Source: an optimization exercise on an open RTL-to-GDS flow (aim: small area and a short achievable clock period). Production flows keep margins and buffers that such runs may drop.
Function was checked by simulation only, so behaviour that the tests miss may differ from the original.
Power and IR drop assume default switching activity.

==> inputs of run B <==
==> flow/design.v <==
package mips_pkg;
  typedef union packed {
    struct packed {
      logic [5:0] op;
      logic [4:0] rs;
      logic [4:0] rt;
      logic [4:0] rd;
      logic [4:0] shamt;
      logic [5:0] funct;
    } r_fmt;
    struct packed {
      logic [5:0]  op;
      logic [4:0]  rs;
      logic [4:0]  rt;
      logic [15:0] imm;
    } i_fmt;
    struct packed {
      logic [5:0]  op;
      logic [25:0] target;
    } j_fmt;
  } mips_instr_u;
  typedef enum logic [2:0] {
    ALU_AND = 3'b000,
    ALU_OR  = 3'b001,
    ALU_ADD = 3'b010,
    ALU_SUB = 3'b110,
    ALU_SLT = 3'b111
  } alu_ctrl_e;
endpackage
`timescale 1ns/100ps
module mips_ctrl (
  input  logic [31:0] instr,
  output logic        regwrite,    
  output logic [4:0]  writereg,    
  output logic        memwrite,
  output logic        memtoreg,
  output logic        alusrc,      
  output logic        jal,
  output logic        branch,
  output logic        jump,        
  output logic        jr,
  output logic [4:0]  alusel,      
  output logic        sub          
);
  logic [5:0] op, fn;
  logic       rtype, r_add, r_sub, r_and, r_or, r_slt, r_alu;
  logic       is_lw, is_sw, is_addi, is_beq, is_j, is_jal;
  logic       wr_en;
  assign op = instr[31:26];
  assign fn = instr[5:0];
  assign rtype   = (op == 6'b000000);
  assign r_add   = rtype && (fn == 6'b100000);
  assign r_sub   = rtype && (fn == 6'b100010);
  assign r_and   = rtype && (fn == 6'b100100);
  assign r_or    = rtype && (fn == 6'b100101);
  assign r_slt   = rtype && (fn == 6'b101010);
  assign r_alu   = r_add || r_sub || r_and || r_or || r_slt;
  assign jr      = rtype && (fn == 6'b001000);
  assign is_lw   = (op == 6'b100011);
  assign is_sw   = (op == 6'b101011);
  assign is_addi = (op == 6'b001000);
  assign is_beq  = (op == 6'b000100);
  assign is_j    = (op == 6'b000010);
  assign is_jal  = (op == 6'b000011);
  assign writereg = is_jal ? 5'd31 :
                    rtype  ? instr[15:11] : instr[20:16];
  assign wr_en    = r_alu || is_lw || is_addi || is_jal;
  assign regwrite = wr_en && (writereg != 5'd0);
  assign memwrite = is_sw;
  assign memtoreg = is_lw;
  assign alusrc   = is_lw || is_sw || is_addi;
  assign jal      = is_jal;
  assign branch   = is_beq;
  assign jump     = is_j || is_jal;
  assign alusel   = {is_jal, r_slt, r_or, r_and, !(r_and || r_or || r_slt || is_jal)};
  assign sub      = r_sub || r_slt;
endmodule
`timescale 1ns/100ps
module mips_regfile (
  input  logic        clk,
  input  logic        we,     
  input  logic [4:0]  wa,
  input  logic [31:0] wd,
  input  logic [4:0]  ra1,
  input  logic [4:0]  ra2,
  input  logic        rz,
  output logic [31:0] rd1,
  output logic [31:0] rd2
);
  logic [31:0] rf [1:31];
  logic [31:1] wsel, sel1, sel2;
  logic        hit1, hit2;
  for (genvar i = 1; i < 32; i++) begin : g_reg
    assign wsel[i] = we && (wa == i);
    always_ff @(posedge clk) begin
      if (wsel[i])
        rf[i] <= wd;
    end
    assign sel1[i] = !rz && (ra1 == i) && !wsel[i];
    assign sel2[i] = !rz && (ra2 == i) && !wsel[i];
  end
  assign hit1 = !rz && we && (wa == ra1);
  assign hit2 = !rz && we && (wa == ra2);
  always_comb begin
    rd1 = {32{hit1}} & wd;
    rd2 = {32{hit2}} & wd;
    for (int i = 1; i < 32; i++) begin
      rd1 = rd1 | ({32{sel1[i]}} & rf[i]);
      rd2 = rd2 | ({32{sel2[i]}} & rf[i]);
    end
  end
endmodule
`timescale 1ns/100ps
module mips_alu (
  input  logic [31:0] a,
  input  logic [31:0] b,
  input  logic [31:0] link,
  input  logic        sub,      
  input  logic        op_add,   
  input  logic        op_and,
  input  logic        op_or,
  input  logic        op_slt,
  input  logic        op_link,
  output logic [31:0] y
);
  logic [31:0] bx, sum;
  logic        lt;
  assign bx = b ^ {32{sub}};
  mips_add #(.W(32)) u_add (
    .a   (a),
    .b   (bx),
    .cin (sub),
    .s   (sum)
  );
  assign lt  = (a[31] == bx[31]) ? a[31] : sum[31];
  assign y = ({32{op_add}}  & sum) |
             ({32{op_and}}  & (a & b)) |
             ({32{op_or}}   & (a | b)) |
             ({32{op_link}} & link) |
             {31'd0, op_slt & lt};
endmodule
module mips_add #(
  parameter int W = 32
) (
  input  logic [W-1:0] a,
  input  logic [W-1:0] b,
  input  logic         cin,
  output logic [W-1:0] s
);
  localparam int L = (W > 16) ? 5 : (W > 8) ? 4 : (W > 4) ? 3 : (W > 2) ? 2 : 1;
  logic [W-1:0] g [L+1];
  logic [W-1:0] p [L+1];
  assign g[0] = (a & b) | {{(W-1){1'b0}}, (a[0] ^ b[0]) & cin};
  assign p[0] = a ^ b;
  for (genvar l = 0; l < L; l++) begin : g_lvl
    for (genvar i = 0; i < W; i++) begin : g_bit
      if (i >= (1 << l)) begin : g_op
        assign g[l+1][i] = g[l][i] | (p[l][i] & g[l][i - (1 << l)]);
        assign p[l+1][i] = p[l][i] & p[l][i - (1 << l)];
      end else begin : g_pass
        assign g[l+1][i] = g[l][i];
        assign p[l+1][i] = p[l][i];
      end
    end
  end
  assign s = p[0] ^ {g[L][W-2:0], cin};
endmodule
`timescale 1ns/100ps
module mips_datapath (
  input  logic        clk,
  input  logic        rst_n,
  output logic [31:0] pc_f,
  input  logic [31:0] instr_f,
  output logic        memwrite_m,
  output logic [31:0] aluout_m,
  output logic [31:0] writedata_m,
  input  logic [31:0] readdata_m
);
  logic        regwrite_f, memwrite_f, memtoreg_f, alusrc_f, jal_f;
  logic        branch_f, jump_f, jr_f, sub_f;
  logic [4:0]  alusel_f;
  logic [4:0]  writereg_f;
  logic [31:0] rd1_f, rd2_f;
  logic        regwrite_d, memwrite_d, memtoreg_d, alusrc_d;
  logic        branch_d, jump_d, jr_d, sub_d;
  logic [4:0]  alusel_d;
  logic [4:0]  writereg_d;
  logic [25:0] field_d;             
  logic [31:0] rd1_d, rd2_d, srcb_d, aluout_d;
  logic [31:0] pcplus4_f, pcbranch_d, pcjump_d, pcother_d, pcnext_f;
  logic        taken_d;
  logic        regwrite_e, memwrite_e, memtoreg_e;
  logic [4:0]  writereg_e;
  logic [31:0] aluout_e, writedata_e;
  logic        regwrite_m, memtoreg_m;
  logic [4:0]  writereg_m;
  logic [31:0] result_m;
  mips_ctrl u_ctrl (
    .instr    (instr_f),
    .regwrite (regwrite_f),
    .writereg (writereg_f),
    .memwrite (memwrite_f),
    .memtoreg (memtoreg_f),
    .alusrc   (alusrc_f),
    .jal      (jal_f),
    .branch   (branch_f),
    .jump     (jump_f),
    .jr       (jr_f),
    .alusel   (alusel_f),
    .sub      (sub_f)
  );
  mips_regfile u_rf (
    .clk (clk),
    .we  (regwrite_m),
    .wa  (writereg_m),
    .wd  (result_m),
    .ra1 (instr_f[25:21]),
    .ra2 (instr_f[20:16]),
    .rz  (jal_f),
    .rd1 (rd1_f),
    .rd2 (rd2_f)
  );
  assign pcplus4_f[1:0] = pc_f[1:0];
  for (genvar i = 2; i < 32; i++) begin : g_inc
    assign pcplus4_f[i] = pc_f[i] ^ (&pc_f[i-1:2] | (i == 2));
  end
  mips_add #(.W(30)) u_bradd (
    .a   (pc_f[31:2]),
    .b   ({{14{field_d[15]}}, field_d[15:0]}),
    .cin (1'b0),
    .s   (pcbranch_d[31:2])
  );
  assign pcbranch_d[1:0] = pc_f[1:0];
  assign pcjump_d   = {pc_f[31:28], field_d, 2'b00};
  assign pcother_d  = jr_d ? rd1_d : jump_d ? pcjump_d : pcplus4_f;
  assign taken_d    = branch_d && (rd1_d == rd2_d);
  assign pcnext_f   = taken_d ? pcbranch_d : pcother_d;
  assign srcb_d = alusrc_d ? {{16{field_d[15]}}, field_d[15:0]} : rd2_d;
  mips_alu u_alu (
    .a       (rd1_d),
    .b       (srcb_d),
    .link    (pcplus4_f),
    .sub     (sub_d),
    .op_add  (alusel_d[0]),
    .op_and  (alusel_d[1]),
    .op_or   (alusel_d[2]),
    .op_slt  (alusel_d[3]),
    .op_link (alusel_d[4]),
    .y       (aluout_d)
  );
  assign result_m = memtoreg_m ? readdata_m : aluout_m;
  always_ff @(posedge clk or negedge rst_n) begin
    if (!rst_n) begin
      pc_f       <= 32'h0000_0000;
      regwrite_d <= 1'b0;
      memwrite_d <= 1'b0;
      branch_d   <= 1'b0;
      jump_d     <= 1'b0;
      jr_d       <= 1'b0;
      regwrite_e <= 1'b0;
      memwrite_e <= 1'b0;
      regwrite_m <= 1'b0;
      memwrite_m <= 1'b0;
    end else begin
      pc_f       <= pcnext_f;
      regwrite_d <= regwrite_f;
      memwrite_d <= memwrite_f;
      branch_d   <= branch_f;
      jump_d     <= jump_f;
      jr_d       <= jr_f;
      regwrite_e <= regwrite_d;
      memwrite_e <= memwrite_d;
      regwrite_m <= regwrite_e;
      memwrite_m <= memwrite_e;
    end
  end
  always_ff @(posedge clk) begin
    memtoreg_d  <= memtoreg_f;
    alusrc_d    <= alusrc_f;
    alusel_d    <= alusel_f;
    sub_d       <= sub_f;
    writereg_d  <= writereg_f;
    field_d     <= instr_f[25:0];
    rd1_d       <= rd1_f;
    rd2_d       <= rd2_f;
    aluout_e    <= aluout_d;
    writedata_e <= rd2_d;
    memtoreg_e  <= memtoreg_d;
    writereg_e  <= writereg_d;
    aluout_m    <= aluout_e;
    writedata_m <= writedata_e;
    memtoreg_m  <= memtoreg_e;
    writereg_m  <= writereg_e;
  end
endmodule
`timescale 1ns/100ps
module mips_pipe (
  input  logic        clk,
  input  logic        rst_n,
  output logic [31:0] pc_f,
  input  logic [31:0] instr_f,
  output logic        memwrite_m,
  output logic [31:0] aluout_m,
  output logic [31:0] writedata_m,
  input  logic [31:0] readdata_m
);
  mips_datapath u_dp (
    .clk         (clk),
    .rst_n       (rst_n),
    .pc_f        (pc_f),
    .instr_f     (instr_f),
    .memwrite_m  (memwrite_m),
    .aluout_m    (aluout_m),
    .writedata_m (writedata_m),
    .readdata_m  (readdata_m)
  );
endmodule
==> flow/run.sh <==
#!/bin/bash
# synth_recipe.tcl (not shown) runs the flow's synth.tcl, then flattens the netlist and writes it again
# the make line also repeats each setting of config.mk as NAME=value (left out here)
make -C /OpenROAD-flow-scripts/flow DESIGN_CONFIG=/design/flow/config.mk WORK_HOME=/design/flow/orfs CLKGATE_MAP_FILE= SYNTH_SCRIPT=/design/flow/synth_recipe.tcl finish
==> flow/config.mk <==
export PLATFORM = sky130hd
export DESIGN_NAME = mips_pipe
export DESIGN_NICKNAME = mips_pipe
export VERILOG_FILES = /design/flow/design.v
export SDC_FILE = /design/flow/constraint.sdc
export NUM_CORES = 4
export LEC_CHECK = 0
export CAP_MARGIN = 20
export CORE_MARGIN = 2
export CORE_UTILIZATION = 40
export SETUP_SLACK_MARGIN = 3.7
export SLEW_MARGIN = 20
export TNS_END_PERCENT = 0
==> flow/constraint.sdc <==
create_clock -name core_clock -period 6.5 [get_ports {clk}]
set_input_delay 1.3000 -clock core_clock [delete_from_list [all_inputs] [get_ports {clk}]]
set_output_delay 1.3000 -clock core_clock [all_outputs]
set_load 0.01 [all_outputs]
==> run R: changes against run B <==
--- a/flow/design.v
+++ b/flow/design.v
@@ -40,5 +40,5 @@
   output logic        jump,        
   output logic        jr,
-  output logic [4:0]  alusel,      
+  output logic [1:0]  alusel,      
   output logic        sub          
 );
@@ -69,9 +69,9 @@
   assign memwrite = is_sw;
   assign memtoreg = is_lw;
-  assign alusrc   = is_lw || is_sw || is_addi;
+  assign alusrc   = is_lw || is_sw || is_addi || is_jal;
   assign jal      = is_jal;
   assign branch   = is_beq;
   assign jump     = is_j || is_jal;
-  assign alusel   = {is_jal, r_slt, r_or, r_and, !(r_and || r_or || r_slt || is_jal)};
+  assign alusel   = r_and ? 2'd1 : r_or ? 2'd2 : r_slt ? 2'd3 : 2'd0;
   assign sub      = r_sub || r_slt;
 endmodule
@@ -79,35 +79,22 @@
 module mips_regfile (
   input  logic        clk,
-  input  logic        we,     
+  input  logic        we,
+  input  logic [4:0]  ra1,
+  input  logic [4:0]  ra2,
   input  logic [4:0]  wa,
   input  logic [31:0] wd,
-  input  logic [4:0]  ra1,
-  input  logic [4:0]  ra2,
-  input  logic        rz,
   output logic [31:0] rd1,
   output logic [31:0] rd2
 );
-  logic [31:0] rf [1:31];
-  logic [31:1] wsel, sel1, sel2;
-  logic        hit1, hit2;
+  logic [31:0] rf [32];
+  assign rf[0] = 32'd0;
   for (genvar i = 1; i < 32; i++) begin : g_reg
-    assign wsel[i] = we && (wa == i);
     always_ff @(posedge clk) begin
-      if (wsel[i])
+      if (we && wa == i)
         rf[i] <= wd;
     end
-    assign sel1[i] = !rz && (ra1 == i) && !wsel[i];
-    assign sel2[i] = !rz && (ra2 == i) && !wsel[i];
-  end
-  assign hit1 = !rz && we && (wa == ra1);
-  assign hit2 = !rz && we && (wa == ra2);
-  always_comb begin
-    rd1 = {32{hit1}} & wd;
-    rd2 = {32{hit2}} & wd;
-    for (int i = 1; i < 32; i++) begin
-      rd1 = rd1 | ({32{sel1[i]}} & rf[i]);
-      rd2 = rd2 | ({32{sel2[i]}} & rf[i]);
-    end
-  end
+  end
+  assign rd1 = rf[ra1];
+  assign rd2 = rf[ra2];
 endmodule
 `timescale 1ns/100ps
@@ -115,54 +102,21 @@
   input  logic [31:0] a,
   input  logic [31:0] b,
-  input  logic [31:0] link,
-  input  logic        sub,      
-  input  logic        op_add,   
-  input  logic        op_and,
-  input  logic        op_or,
-  input  logic        op_slt,
-  input  logic        op_link,
+  input  logic [1:0]  sel,    
+  input  logic        sub,
   output logic [31:0] y
 );
   logic [31:0] bx, sum;
   logic        lt;
-  assign bx = b ^ {32{sub}};
-  mips_add #(.W(32)) u_add (
-    .a   (a),
-    .b   (bx),
-    .cin (sub),
-    .s   (sum)
-  );
+  assign bx  = b ^ {32{sub}};
+  assign sum = a + bx + {31'd0, sub};
   assign lt  = (a[31] == bx[31]) ? a[31] : sum[31];
-  assign y = ({32{op_add}}  & sum) |
-             ({32{op_and}}  & (a & b)) |
-             ({32{op_or}}   & (a | b)) |
-             ({32{op_link}} & link) |
-             {31'd0, op_slt & lt};
-endmodule
-module mips_add #(
-  parameter int W = 32
-) (
-  input  logic [W-1:0] a,
-  input  logic [W-1:0] b,
-  input  logic         cin,
-  output logic [W-1:0] s
-);
-  localparam int L = (W > 16) ? 5 : (W > 8) ? 4 : (W > 4) ? 3 : (W > 2) ? 2 : 1;
-  logic [W-1:0] g [L+1];
-  logic [W-1:0] p [L+1];
-  assign g[0] = (a & b) | {{(W-1){1'b0}}, (a[0] ^ b[0]) & cin};
-  assign p[0] = a ^ b;
-  for (genvar l = 0; l < L; l++) begin : g_lvl
-    for (genvar i = 0; i < W; i++) begin : g_bit
-      if (i >= (1 << l)) begin : g_op
-        assign g[l+1][i] = g[l][i] | (p[l][i] & g[l][i - (1 << l)]);
-        assign p[l+1][i] = p[l][i] & p[l][i - (1 << l)];
-      end else begin : g_pass
-        assign g[l+1][i] = g[l][i];
-        assign p[l+1][i] = p[l][i];
-      end
-    end
-  end
-  assign s = p[0] ^ {g[L][W-2:0], cin};
+  always_comb begin
+    case (sel)
+      2'd1:    y = a & b;
+      2'd2:    y = a | b;
+      2'd3:    y = {31'd0, lt};
+      default: y = sum;
+    endcase
+  end
 endmodule
 `timescale 1ns/100ps
@@ -179,18 +133,18 @@
   logic        regwrite_f, memwrite_f, memtoreg_f, alusrc_f, jal_f;
   logic        branch_f, jump_f, jr_f, sub_f;
-  logic [4:0]  alusel_f;
+  logic [1:0]  alusel_f;
   logic [4:0]  writereg_f;
-  logic [31:0] rd1_f, rd2_f;
-  logic        regwrite_d, memwrite_d, memtoreg_d, alusrc_d;
+  logic        regwrite_d, memwrite_d, memtoreg_d, alusrc_d, jal_d;
   logic        branch_d, jump_d, jr_d, sub_d;
-  logic [4:0]  alusel_d;
+  logic [1:0]  alusel_d;
   logic [4:0]  writereg_d;
   logic [25:0] field_d;             
-  logic [31:0] rd1_d, rd2_d, srcb_d, aluout_d;
-  logic [31:0] pcplus4_f, pcbranch_d, pcjump_d, pcother_d, pcnext_f;
+  logic [31:0] rd1_d, rd2_d, pcplus4_f, pcbranch_d, pcjump_d, pcother_d, pcnext_f;
   logic        taken_d;
-  logic        regwrite_e, memwrite_e, memtoreg_e;
+  logic        regwrite_e, memwrite_e, memtoreg_e, alusrc_e, sub_e;
+  logic [1:0]  alusel_e;
   logic [4:0]  writereg_e;
-  logic [31:0] aluout_e, writedata_e;
+  logic [31:0] a_e, rd2_e, srcb_e, aluout_e;
+  logic [15:0] imm_e;
   logic        regwrite_m, memtoreg_m;
   logic [4:0]  writereg_m;
@@ -213,39 +167,24 @@
     .clk (clk),
     .we  (regwrite_m),
+    .ra1 (field_d[25:21]),
+    .ra2 (field_d[20:16]),
     .wa  (writereg_m),
     .wd  (result_m),
-    .ra1 (instr_f[25:21]),
-    .ra2 (instr_f[20:16]),
-    .rz  (jal_f),
-    .rd1 (rd1_f),
-    .rd2 (rd2_f)
-  );
-  assign pcplus4_f[1:0] = pc_f[1:0];
-  for (genvar i = 2; i < 32; i++) begin : g_inc
-    assign pcplus4_f[i] = pc_f[i] ^ (&pc_f[i-1:2] | (i == 2));
-  end
-  mips_add #(.W(30)) u_bradd (
-    .a   (pc_f[31:2]),
-    .b   ({{14{field_d[15]}}, field_d[15:0]}),
-    .cin (1'b0),
-    .s   (pcbranch_d[31:2])
-  );
-  assign pcbranch_d[1:0] = pc_f[1:0];
+    .rd1 (rd1_d),
+    .rd2 (rd2_d)
+  );
+  assign pcplus4_f  = pc_f + 32'd4;
+  assign pcbranch_d = pc_f + {{14{field_d[15]}}, field_d[15:0], 2'b00};
   assign pcjump_d   = {pc_f[31:28], field_d, 2'b00};
   assign pcother_d  = jr_d ? rd1_d : jump_d ? pcjump_d : pcplus4_f;
   assign taken_d    = branch_d && (rd1_d == rd2_d);
   assign pcnext_f   = taken_d ? pcbranch_d : pcother_d;
-  assign srcb_d = alusrc_d ? {{16{field_d[15]}}, field_d[15:0]} : rd2_d;
+  assign srcb_e = alusrc_e ? {{16{imm_e[15]}}, imm_e} : rd2_e;
   mips_alu u_alu (
-    .a       (rd1_d),
-    .b       (srcb_d),
-    .link    (pcplus4_f),
-    .sub     (sub_d),
-    .op_add  (alusel_d[0]),
-    .op_and  (alusel_d[1]),
-    .op_or   (alusel_d[2]),
-    .op_slt  (alusel_d[3]),
-    .op_link (alusel_d[4]),
-    .y       (aluout_d)
+    .a   (a_e),
+    .b   (srcb_e),
+    .sel (alusel_e),
+    .sub (sub_e),
+    .y   (aluout_e)
   );
   assign result_m = memtoreg_m ? readdata_m : aluout_m;
@@ -278,16 +217,19 @@
     memtoreg_d  <= memtoreg_f;
     alusrc_d    <= alusrc_f;
+    jal_d       <= jal_f;
     alusel_d    <= alusel_f;
     sub_d       <= sub_f;
     writereg_d  <= writereg_f;
     field_d     <= instr_f[25:0];
-    rd1_d       <= rd1_f;
-    rd2_d       <= rd2_f;
-    aluout_e    <= aluout_d;
-    writedata_e <= rd2_d;
+    a_e         <= jal_d ? pcplus4_f : rd1_d;
+    rd2_e       <= rd2_d;
+    imm_e       <= jal_d ? 16'd0 : field_d[15:0];
     memtoreg_e  <= memtoreg_d;
+    alusrc_e    <= alusrc_d;
+    alusel_e    <= alusel_d;
+    sub_e       <= sub_d;
     writereg_e  <= writereg_d;
     aluout_m    <= aluout_e;
-    writedata_m <= writedata_e;
+    writedata_m <= rd2_e;
     memtoreg_m  <= memtoreg_e;
     writereg_m  <= writereg_e;
Settings changed: SETUP_SLACK_MARGIN 3.7 to not set, TNS_END_PERCENT 0 to not set.
==> run M: changes against run B <==
--- a/flow/design.v
+++ b/flow/design.v
@@ -84,5 +84,4 @@
   input  logic [4:0]  ra1,
   input  logic [4:0]  ra2,
-  input  logic        rz,
   output logic [31:0] rd1,
   output logic [31:0] rd2
@@ -97,9 +96,9 @@
         rf[i] <= wd;
     end
-    assign sel1[i] = !rz && (ra1 == i) && !wsel[i];
-    assign sel2[i] = !rz && (ra2 == i) && !wsel[i];
+    assign sel1[i] = (ra1 == i) && !wsel[i];
+    assign sel2[i] = (ra2 == i) && !wsel[i];
   end
-  assign hit1 = !rz && we && (wa == ra1);
-  assign hit2 = !rz && we && (wa == ra2);
+  assign hit1 = we && (wa == ra1);
+  assign hit2 = we && (wa == ra2);
   always_comb begin
     rd1 = {32{hit1}} & wd;
@@ -181,12 +180,15 @@
   logic [4:0]  alusel_f;
   logic [4:0]  writereg_f;
-  logic [31:0] rd1_f, rd2_f;
-  logic        regwrite_d, memwrite_d, memtoreg_d, alusrc_d;
+  logic [31:0] rd1_f, rd2_f, srcb_f, simm_f;
+  logic [31:2] pcbranch_f;
+  logic [31:0] target_f;
+  logic [16:0] brlo_f;
+  logic [13:0] brhi_f, brinc_f, brdec_f;
+  logic        regwrite_d, memwrite_d, memtoreg_d;
   logic        branch_d, jump_d, jr_d, sub_d;
   logic [4:0]  alusel_d;
   logic [4:0]  writereg_d;
-  logic [25:0] field_d;             
-  logic [31:0] rd1_d, rd2_d, srcb_d, aluout_d;
-  logic [31:0] pcplus4_f, pcbranch_d, pcjump_d, pcother_d, pcnext_f;
+  logic [31:0] rd1_d, srcb_d, target_d, aluout_d;
+  logic [31:0] pcplus4_f, pcother_d, pcnext_f;
   logic        taken_d;
   logic        regwrite_e, memwrite_e, memtoreg_e;
@@ -217,24 +219,38 @@
     .ra1 (instr_f[25:21]),
     .ra2 (instr_f[20:16]),
-    .rz  (jal_f),
     .rd1 (rd1_f),
     .rd2 (rd2_f)
   );
+  assign simm_f = {{16{instr_f[15]}}, instr_f[15:0]};
+  mips_add #(.W(17)) u_bradd (
+    .a   ({1'b0, pc_f[17:2]}),
+    .b   ({1'b0, instr_f[15:0]}),
+    .cin (1'b1),
+    .s   (brlo_f)
+  );
+  assign brhi_f = pc_f[31:18];
+  for (genvar i = 0; i < 14; i++) begin : g_brhi
+    if (i == 0) begin : g_lsb
+      assign brinc_f[i] = !brhi_f[i];
+      assign brdec_f[i] = !brhi_f[i];
+    end else begin : g_bit
+      assign brinc_f[i] = brhi_f[i] ^ (&brhi_f[i-1:0]);
+      assign brdec_f[i] = brhi_f[i] ^ !(|brhi_f[i-1:0]);
+    end
+  end
+  assign pcbranch_f[17:2]  = brlo_f[15:0];
+  assign pcbranch_f[31:18] = (brlo_f[16] == instr_f[15]) ? brhi_f :
+                             brlo_f[16] ? brinc_f : brdec_f;
+  assign target_f = memwrite_f ? rd2_f :
+                    jump_f     ? {pcplus4_f[31:28], instr_f[25:0], 2'b00} :
+                                 {pcbranch_f, pc_f[1:0]};
+  assign srcb_f = alusrc_f ? simm_f : rd2_f;
   assign pcplus4_f[1:0] = pc_f[1:0];
   for (genvar i = 2; i < 32; i++) begin : g_inc
     assign pcplus4_f[i] = pc_f[i] ^ (&pc_f[i-1:2] | (i == 2));
   end
-  mips_add #(.W(30)) u_bradd (
-    .a   (pc_f[31:2]),
-    .b   ({{14{field_d[15]}}, field_d[15:0]}),
-    .cin (1'b0),
-    .s   (pcbranch_d[31:2])
-  );
-  assign pcbranch_d[1:0] = pc_f[1:0];
-  assign pcjump_d   = {pc_f[31:28], field_d, 2'b00};
-  assign pcother_d  = jr_d ? rd1_d : jump_d ? pcjump_d : pcplus4_f;
-  assign taken_d    = branch_d && (rd1_d == rd2_d);
-  assign pcnext_f   = taken_d ? pcbranch_d : pcother_d;
-  assign srcb_d = alusrc_d ? {{16{field_d[15]}}, field_d[15:0]} : rd2_d;
+  assign pcother_d  = jr_d ? rd1_d : pcplus4_f;
+  assign taken_d    = jump_d || (branch_d && (rd1_d == srcb_d));
+  assign pcnext_f   = taken_d ? target_d : pcother_d;
   mips_alu u_alu (
     .a       (rd1_d),
@@ -277,13 +293,12 @@
   always_ff @(posedge clk) begin
     memtoreg_d  <= memtoreg_f;
-    alusrc_d    <= alusrc_f;
     alusel_d    <= alusel_f;
     sub_d       <= sub_f;
     writereg_d  <= writereg_f;
-    field_d     <= instr_f[25:0];
     rd1_d       <= rd1_f;
-    rd2_d       <= rd2_f;
+    srcb_d      <= srcb_f;
+    target_d    <= target_f;
     aluout_e    <= aluout_d;
-    writedata_e <= rd2_d;
+    writedata_e <= target_d;
     memtoreg_e  <= memtoreg_d;
     writereg_e  <= writereg_d;
==> flow/flow/run.sh (new file) <==
#!/bin/bash
# Standard layout (standard synthesis included) with these changes:
#  - port buffers are buf_2 cells instead of the delay-cell default,
#  - timing repair may resize a cell to any cell of the same function
#    (not only one with the same footprint),
#  - clock tree synthesis adds no dummy loads and clusters up to 25 sinks
#    (within 80 um) per clkbuf_16 leaf buffer.
# The make output goes to flow.log here; each ORFS step keeps its own log
# under orfs/logs.
set -euo pipefail
bash standard.sh \
  "BUFFER_PORTS_ARGS=-buffer_cell sky130_fd_sc_hd__buf_2" \
  MATCH_CELL_FOOTPRINT=0 \
  "CTS_ARGS=-sink_clustering_enable -repair_clock_nets -dont_use_dummy_load -buf_list sky130_fd_sc_hd__clkbuf_16 -sink_clustering_size 25 -sink_clustering_max_diameter 80" \
  finish > flow.log 2>&1
==> flow/standard.sh (new file) <==
#!/bin/bash
# synth_recipe.tcl (not shown) runs the flow's synth.tcl, then flattens the netlist and writes it again
# the make line also repeats each setting of config.mk as NAME=value (left out here)
make -C /OpenROAD-flow-scripts/flow DESIGN_CONFIG=/design/flow/config.mk WORK_HOME=/design/flow/orfs CLKGATE_MAP_FILE= SYNTH_SCRIPT=/design/flow/synth_recipe.tcl "${@:-finish}"
Settings changed: PLACE_DENSITY set to 0.55, SETUP_SLACK_MARGIN 3.7 to 3.4, TNS_END_PERCENT 0 to 100.
removed: flow/run.sh
==> summary of the runs <==
The highest total power belongs to run B, the lowest to run M.
Synthesized area, lowest first: run B, run M, run R.
Between run R and run B, the lower critical path depth is in run B (gap 2).
Clock power, lowest first: run M, run B, run R.
Global-route usage: run R > run M > run B.
Cell count: run B < run M < run R.
First-iteration DRC count: run R > run B > run M.
Non-clock buffer count: run R < run B < run M.

-- re-timing with driven ports --
In the flow no input, the clock included, has a driving cell. The finished layouts below were timed again as built, in two steps.
Step 1: set_driving_cell puts a clkbuf_16 on clk and a buf_2 on each other input, an assumption about the parent block.
Step 2 moves the port delays by t, midway between the first and last clock arrival at a register: inputs arrive t later, outputs are due t later. That takes back most of the time a late clock gives input paths.
Slacks: ideal ports / drivers / drivers and shift; pairs: ideal ports / drivers.
run | t (ns) | setup slack, ns | worst setup path after step 2 | slew at the worst register clock pin (ns) | cell pins on the clock port's net
run B | 0.857 | 2.957 / 2.957 / 2.167 | input to register | 0.07 / 0.07 | 1
run R | 0.895 | 0.425 / 0.425 / 0.425 | register to register | 0.07 / 0.07 | 1
run M | 0.816 | 3.235 / 3.244 / 2.429 | input to register | 0.11 / 0.11 | 1
After both steps every run listed still meets setup and hold. For run M, which loses most, drivers alone change the setup slack by +0.009 ns; drivers and shift together by -0.806 ns.
